Background: an optimization exercise with open tools, aiming at small area and a short achievable clock period. Do not read the settings as production practice. In this exercise RTL edits were held to simulation tests only and were not proved equivalent to the original. No activity file was given, so power comes from the tool's default toggle rates.

job 101:
// mem_responder
module mem_responder #(
    parameter int ADDR_W      = 8,
    parameter int WAIT_CYCLES = 1
) (
    input  logic              clk_i,
    input  logic              reset_i,
    input  logic              req_valid_i,
    output logic              req_ready_o,
    input  logic              req_we_i,
    input  logic              req_pc_i,
    input  logic [15:0]       req_addr_i,
    input  logic [15:0]       req_wdata_i,
    output logic              resp_valid_o,
    output logic [15:0]       resp_rdata_o,
    output logic              resp_err_o,
    input  logic              ld_we_i,
    input  logic [ADDR_W-1:0] ld_addr_i,
    input  logic [15:0]       ld_data_i,
    output logic [15:0]       fetch_cnt_o,
    output logic [15:0]       load_cnt_o,
    output logic [15:0]       store_cnt_o
);
For scale: ~8900 cells after synthesis, about 4300 flip-flops, ~130 I/O pins, about 160000 um2 of cells after synthesis.
export LEC_CHECK = 0
export CAP_MARGIN = 20
export CORE_MARGIN = 2
export CORE_UTILIZATION = 70
export CTS_CLUSTER_DIAMETER = 80
export CTS_CLUSTER_SIZE = 20
export SETUP_SLACK_MARGIN = 2.0
export SLEW_MARGIN = 30
export BUFFER_PORTS_ARGS = -buffer_cell sky130_fd_sc_hd__buf_4
create_clock -name core_clock -period 4.8 [get_ports {clk_i}]
standard.sh (not shown) runs the stock make flow with config.mk's settings and CLKGATE_MAP_FILE= SYNTH_SCRIPT=/design/flow/synth_recipe.tcl, a recipe that flattens the netlist after the stock synthesis.
==> flow/flow/run.sh <==
#!/bin/bash
# The standard layout (the standard.sh, unchanged synthesis and steps), with one change:
# the buffers that buffer_ports puts on every input and output port are buf_4 cells instead of
# the default pick, a clkdlybuf4s50 delay cell that stays slow on the port paths after routing.
set -euo pipefail
echo 'export BUFFER_PORTS_ARGS = -buffer_cell sky130_fd_sc_hd__buf_4' >> "$FLOW_CONFIG"
bash standard.sh finish > standard.log 2>&1
Here is what was changed in the inputs of job 102 compared with job 101.
# job 101
export LEC_CHECK = 0
export CAP_MARGIN = 20
export CORE_MARGIN = 2
export CORE_UTILIZATION = 70
export CTS_CLUSTER_DIAMETER = 80
export CTS_CLUSTER_SIZE = 20
export SETUP_SLACK_MARGIN = 2.0
export SLEW_MARGIN = 30
export BUFFER_PORTS_ARGS = -buffer_cell sky130_fd_sc_hd__buf_4
create_clock -name core_clock -period 4.8 [get_ports {clk_i}]
# job 102
export LEC_CHECK = 0
export CAP_MARGIN = 20
export CORE_MARGIN = 2
export CORE_UTILIZATION = 70
export CTS_CLUSTER_DIAMETER = 80
export CTS_CLUSTER_SIZE = 20
export SETUP_SLACK_MARGIN = 2.0
export SLEW_MARGIN = 30
create_clock -name core_clock -period 4.8 [get_ports {clk_i}]
==> flow/run.sh (new file) <==
#!/bin/bash
# synth_recipe.tcl (not shown) runs the flow's synth.tcl, then flattens the netlist and writes it again
# the make line also repeats each setting of config.mk as NAME=value (left out here)
make -C /OpenROAD-flow-scripts/flow DESIGN_CONFIG=/design/flow/config.mk WORK_HOME=/design/flow/orfs CLKGATE_MAP_FILE= SYNTH_SCRIPT=/design/flow/synth_recipe.tcl finish
removed: flow/flow/run.sh
removed: flow/standard.sh
==> notes.md <==
- On non-filler instance count after layout, job 102 and job 101 are basically level.
- Higher count of instances resized after the clock tree is built among job 102 and job 101: job 102
- Hold slack delta (job 102 − job 101): favourable
- Job 101 and job 102 ended up with roughly the same number of nets in the final layout.


## yarrow
mem_responder, a different RTL version from the one above (not shown whole).
Size in the first run: roughly 11000 cells after synthesis, ~0.16 mm² of cells after synthesis.
Settings: LEC_CHECK=0, CAP_MARGIN=20, CORE_MARGIN=2, CORE_UTILIZATION=70, CTS_CLUSTER_DIAMETER=80, CTS_CLUSTER_SIZE=20, SETUP_SLACK_MARGIN=2.3, SLEW_MARGIN=30; clock period 4.8 ns.
run.sh (not shown) runs the stock make flow with config.mk's settings and CLKGATE_MAP_FILE= SYNTH_SCRIPT=/design/flow/synth_recipe.tcl, a recipe that flattens the netlist after the stock synthesis.
Stock flow here: none of the scripts above is used.
Status yarrow: flow complete, layout not clean - capacitance limit, slew limit
Edits applied to the flow inputs when going from yarrow to raven:
Settings: SETUP_SLACK_MARGIN now 2.0, was 2.3.
--- outcome ---
raven completed; timing, DRC and antenna clean. On utilization after layout: between yarrow and raven, it ends up lower for raven. Lower insertion delay of the later-clocked pin in the worst-skew pair goes to raven over yarrow. [raven vs yarrow] detailed-route wire length: lower in raven. Looking at final clock period utilization by the worst path across yarrow and raven, the one that comes out lower is raven. The share of final layout cell area taken by clock buffers and inverters on raven is in line with that on yarrow. In raven, the wire length the detailed router placed on met1 came out about 3% below the value in yarrow. yarrow -> raven: total power decreased slightly.

==> re-timing with driven ports <==
The flow's constraints put no driver on any port. The routed layouts listed below were extracted and timed again, unchanged, in two steps.
Step 1 (the two cells are an assumption about what drives the block):
set clk [get_ports {clk_i}]
set_driving_cell -lib_cell sky130_fd_sc_hd__clkbuf_16 $clk
set_driving_cell -lib_cell sky130_fd_sc_hd__buf_2 [delete_from_list [all_inputs] $clk]
Step 2 also shifts input and output timing later by t, the mid clock arrival at the registers, as if the neighbouring blocks saw the same clock.
Three values: no drivers, after step 1, after step 2; two values: the first two.
run | t (ns) | slack for setup (ns) | worst hold slack (ns) | worst data-port slew with drivers (ns) | cell pins on the clock port's net
job 101 | 1.057 | 1.751 / 1.787 / 0.730 | 0.176 / 0.109 / 0.540 | 0.12 | 1
job 102 | 1.047 | 1.877 / 1.886 / 0.839 | 0.434 / 0.359 / 0.517 | 0.17 | 1
yarrow | 1.047 | 1.245 / 1.108 / 0.060 | 0.387 / 0.399 / 0.506 | 0.24 | 1
raven | 1.049 | 1.825 / 1.718 / 0.823 | 0.431 / 0.367 / 0.512 | 0.18 | 1
The setup slack of yarrow, which loses most, moves by -0.137 ns with the drivers and by -1.185 ns with both steps.
